This design comes from an exercise in tuning for small area, a short achievable clock period and few clock cycles per item on the open sky130 flow, not from production work.
Function was checked by simulation only, so behaviour that the tests miss may differ from the original.
Power and IR drop assume default switching activity.

==> flow/design.v <==
module gf_addsub_lanes #(
    parameter int               WIDTH   = 32,
    parameter logic [WIDTH-1:0] MODULUS = 32'hec940e71,
    parameter int               LANES   = 4
) (
    input  logic                     i_clk,
    input  logic                     i_rst,
    input  logic                     i_valid,
    output logic                     o_ready,
    input  logic [1:0]               i_op,
    input  logic [LANES*WIDTH-1:0]   i_a,
    input  logic [LANES*WIDTH-1:0]   i_b,
    output logic                     o_valid,
    input  logic                     i_ready,
    output logic [LANES*WIDTH-1:0]   o_out,
    output logic [LANES-1:0]         o_err
);
    localparam int PREFIX_A = 0;
    localparam int PREFIX_B = 2;
    localparam int LOGW   = 5;   
    function automatic logic [WIDTH:0] carries(input logic [WIDTH-1:0] g,
                                               input logic [WIDTH-1:0] p,
                                               input logic             cin,
                                               input int               style);
        logic [WIDTH-1:0] gg, pp, gn, pn;
        gg    = g;
        pp    = p;
        gg[0] = g[0] | (p[0] & cin);
        if (style == 0) begin
            for (int l = 0; l < LOGW; l++) begin
                gn = gg;
                pn = pp;
                for (int i = 0; i < WIDTH; i++) begin
                    if ((i >> l) & 1) begin
                        gn[i] = gg[i] | (pp[i] & gg[((i >> l) << l) - 1]);
                        pn[i] = pp[i] & pp[((i >> l) << l) - 1];
                    end
                end
                gg = gn;
                pp = pn;
            end
        end else if (style == 1) begin
            for (int l = 0; l < LOGW; l++) begin
                for (int i = 0; i < WIDTH; i++) begin
                    if (((i + 1) % (2 << l)) == 0) begin
                        gg[i] = gg[i] | (pp[i] & gg[i - (1 << l)]);
                        pp[i] = pp[i] & pp[i - (1 << l)];
                    end
                end
            end
            for (int l = LOGW - 2; l >= 0; l--) begin
                for (int i = 0; i < WIDTH; i++) begin
                    if (((i + 1) % (2 << l)) == (1 << l) && i >= (2 << l)) begin
                        gg[i] = gg[i] | (pp[i] & gg[i - (1 << l)]);
                        pp[i] = pp[i] & pp[i - (1 << l)];
                    end
                end
            end
        end else begin
            for (int l = 0; l < LOGW; l++) begin
                gn = gg;
                pn = pp;
                for (int i = 0; i < WIDTH; i++) begin
                    if (i >= (1 << l)) begin
                        gn[i] = gg[i] | (pp[i] & gg[i - (1 << l)]);
                        pn[i] = pp[i] & pp[i - (1 << l)];
                    end
                end
                gg = gn;
                pp = pn;
            end
        end
        carries = {gg, cin};
    endfunction
    logic sub_c;
    assign sub_c = i_op[0] ^ i_op[1];
    logic [LANES-1:0][WIDTH-1:0] v_c;
    logic [LANES-1:0]            co_c;
    logic [LANES-1:0]            err_c;
    for (genvar k = 0; k < LANES; k++) begin : g_front
        logic [WIDTH-1:0] a, b, xx, yy;
        logic [WIDTH:0]   c1;
        assign a = i_a[k*WIDTH +: WIDTH];
        assign b = i_b[k*WIDTH +: WIDTH];
        assign err_c[k] = (a >= MODULUS) | ((b >= MODULUS) & ~i_op[1]);
        assign xx = a ^ {WIDTH{~(i_op[0] & ~i_op[1])}};
        assign yy = ~(b | {WIDTH{i_op[1]}});
        assign c1      = carries(xx & yy, xx ^ yy, ~(i_op[0] & i_op[1]), PREFIX_A);
        assign v_c[k]  = xx ^ yy ^ c1[WIDTH-1:0];
        assign co_c[k] = c1[WIDTH] ^ ~(i_op[0] | i_op[1]);
    end
    logic [LANES-1:0][WIDTH-1:0] v_q;
    logic [LANES-1:0]            co_q;
    logic                        sub_q;
    assign o_ready = ~o_valid | i_ready;
    always_ff @(posedge i_clk) begin
        if (i_rst) begin
            o_valid <= 1'b0;
        end else if (o_ready) begin
            o_valid <= i_valid;
        end
    end
    always_ff @(posedge i_clk) begin
        if (o_ready) begin
            v_q   <= v_c;
            co_q  <= co_c;
            sub_q <= sub_c;
            o_err <= err_c;
        end
    end
    for (genvar k = 0; k < LANES; k++) begin : g_back
        logic [WIDTH-1:0] v, d;
        logic [WIDTH:0]   cw;
        logic             pick;
        assign v    = v_q[k];
        assign cw   = carries(v & MODULUS, v | MODULUS, 1'b0, PREFIX_B);
        assign d    = MODULUS ^ cw[WIDTH-1:0];
        assign pick = sub_q ? ~co_q[k] : (co_q[k] | ~cw[WIDTH]);
        assign o_out[k*WIDTH +: WIDTH] = v ^ {WIDTH{~sub_q}} ^ (d & {WIDTH{pick}});
    end
endmodule
export LEC_CHECK = 0
export CAP_MARGIN = 20
export CORE_MARGIN = 2
export CORE_UTILIZATION = 40
export CTS_BUF_LIST = sky130_fd_sc_hd__clkbuf_8
export GPL_TIMING_DRIVEN = 1
export SETUP_SLACK_MARGIN = 1.1
export SLEW_MARGIN = 20
create_clock -name core_clock -period 5.5 [get_ports {i_clk}]
standard.sh (not shown) runs the stock make flow with config.mk's settings and CLKGATE_MAP_FILE= SYNTH_SCRIPT=/design/flow/synth_recipe.tcl, a recipe that flattens the netlist after the stock synthesis.
==> flow/flow/run.sh <==
#!/bin/bash
# Layout flow: the standard ORFS flow (standard.sh) with these changes:
#  - the ports get plain sky130_fd_sc_hd__buf_1 buffers instead of delay cells;
#  - if flow/abc.script exists, synthesis maps the logic with that ABC script in place
#    of ORFS's speed script (everything else in the synthesis is the standard flow's own script);
#  - settings in flow/env.sh (if any) are exported before the flow runs.
# Each tool's full output goes to the ORFS logs under orfs/logs; make's own output
# goes to flow_make.log here.
set -euo pipefail
W=$(pwd)
export BUFFER_PORTS_ARGS="-buffer_cell sky130_fd_sc_hd__buf_1"
if [[ -f flow/env.sh ]]; then source flow/env.sh; fi
SYN=$W/synth_recipe.tcl
if [[ -f flow/abc.script ]]; then
  cat > $W/flow_synth.tcl <<EOT
proc abc {args} {
  set i [lsearch -exact \$args -script]
  if {\$i >= 0} { lset args [expr {\$i + 1}] $W/flow/abc.script }
  yosys abc {*}\$args
}
source $W/synth_recipe.tcl
EOT
  SYN=$W/flow_synth.tcl
fi
sed "s#SYNTH_SCRIPT=$W/synth_recipe.tcl#SYNTH_SCRIPT=$SYN#" standard.sh > flow_standard.sh
bash flow_standard.sh > flow_make.log 2>&1
==> flow/flow/abc.script <==
&get -n
&st
&syn2
&dch
&nf
&put
buffer -c
topo
stime -c
upsize -c
dnsize -c
==> flow/flow/env.sh <==
export REMOVE_ABC_BUFFERS=1
The starting point went through all stages and came out clean.
Testbench counts at the start, summed over its fixed seeds: cycles 12,008, items 12,000.
==> next run, changes <==
--- a/flow/config.mk
+++ b/flow/config.mk
@@ -9,3 +9,3 @@
 export CORE_MARGIN = 2
-export CORE_UTILIZATION = 40
+export CORE_UTILIZATION = 50
 export CTS_BUF_LIST = sky130_fd_sc_hd__clkbuf_8
removed: flow/flow/abc.script
What happened:
- The changed run completed with no timing, DRC or antenna violations
- routed wire length drops slightly
- design area falls slightly
- via count came out higher slightly
- global-route usage increases by 4.6 points
- first-iteration DRC count went down by roughly a tenth
==> next run, changes <==
--- a/flow/config.mk
+++ b/flow/config.mk
@@ -9,5 +9,5 @@
 export CORE_MARGIN = 2
-export CORE_UTILIZATION = 50
+export CORE_UTILIZATION = 30
 export CTS_BUF_LIST = sky130_fd_sc_hd__clkbuf_8
-export GPL_TIMING_DRIVEN = 1
+export GPL_TIMING_DRIVEN = 0
 export SETUP_SLACK_MARGIN = 1.1
- synthesized area stays the same
- global-route usage went down by 7.4 points
- non-clock buffer count rises by 63
- register-to-register slack gets better by 0.73 ns
==> next run, changes <==
--- a/flow/config.mk
+++ b/flow/config.mk
@@ -9,6 +9,6 @@
 export CORE_MARGIN = 2
-export CORE_UTILIZATION = 30
+export CORE_UTILIZATION = 40
 export CTS_BUF_LIST = sky130_fd_sc_hd__clkbuf_8
-export GPL_TIMING_DRIVEN = 0
-export SETUP_SLACK_MARGIN = 1.1
+export GPL_TIMING_DRIVEN = 1
+export SETUP_SLACK_MARGIN = 1.0
 export SLEW_MARGIN = 20
Clock skew came out lower by 0.0042 ns.
Synthesized cell count does not change.
Cell area drops by 8.0%.
Critical path depth shrinks by 1.
Total power drops by 4.8%.
Sequential share of layout area rose by 1.8 points.
Wire length shrinks by 10%.
Flip-flop and latch count stays the same.
==> next run, changes <==
--- a/flow/config.mk
+++ b/flow/config.mk
@@ -11,3 +11,3 @@
 export CTS_BUF_LIST = sky130_fd_sc_hd__clkbuf_8
-export GPL_TIMING_DRIVEN = 1
+export GPL_TIMING_DRIVEN = 0
 export SETUP_SLACK_MARGIN = 1.0
After rerunning: Global-route usage rose by 0.41 points. Wire length rose by 2.0%. Clock power rose by 13%. Final cell count rose by 0.80%. Power rose by 3.1%. Die area stays the same. Count of clock-buffer cells in the layout stays the same. Critical path depth rose by 11. Design area rose by 3.7%.
==> next run, changes <==
--- a/flow/config.mk
+++ b/flow/config.mk
@@ -12,3 +12,3 @@
 export GPL_TIMING_DRIVEN = 0
-export SETUP_SLACK_MARGIN = 1.0
+export SETUP_SLACK_MARGIN = 1.1
 export SLEW_MARGIN = 20
The changed run ran to the end with no violations.
Die area is unchanged.
Global-route usage increases by 0.39 points.
Hold slack loses 0.0055 ns.
Routed wire length increases by 1.3%.

## what the ideal ports hide
The flow's constraints put no driver on any port. The routed layouts listed below were extracted and timed again, unchanged, in two steps.
Step 1 assumes that a clkbuf_16 drives the clock port and a buf_2 every other input.
Step 2 also shifts input and output timing later by t, the mid clock arrival at the registers, as if the neighbouring blocks saw the same clock.
a / b / c = no drivers / after step 1 / after step 2; a / b = the first two.
run | shift t [ns] | setup slack, ns | worst setup path at the end | worst slew at a driven data input, ns
the first run | 0.503 | 1.218 / 1.214 / 0.736 | input to register | 0.10
the second run | 0.486 | 1.067 / 1.026 / 0.776 | input to register | 0.07
the third run | 0.595 | 1.027 / 0.981 / 0.503 | input to register | 0.13
the fourth run | 0.520 | 1.070 / 1.025 / 0.672 | input to register | 0.12
the fifth run | 0.508 | 1.071 / 1.052 / 0.544 | input to register | 0.10
the sixth run | 0.508 | 1.137 / 1.018 / 0.509 | input to register | 0.16
After both steps setup and hold are still met in every run listed. For the sixth run, which loses most, drivers alone change the setup slack by -0.119 ns; drivers and shift together by -0.628 ns.
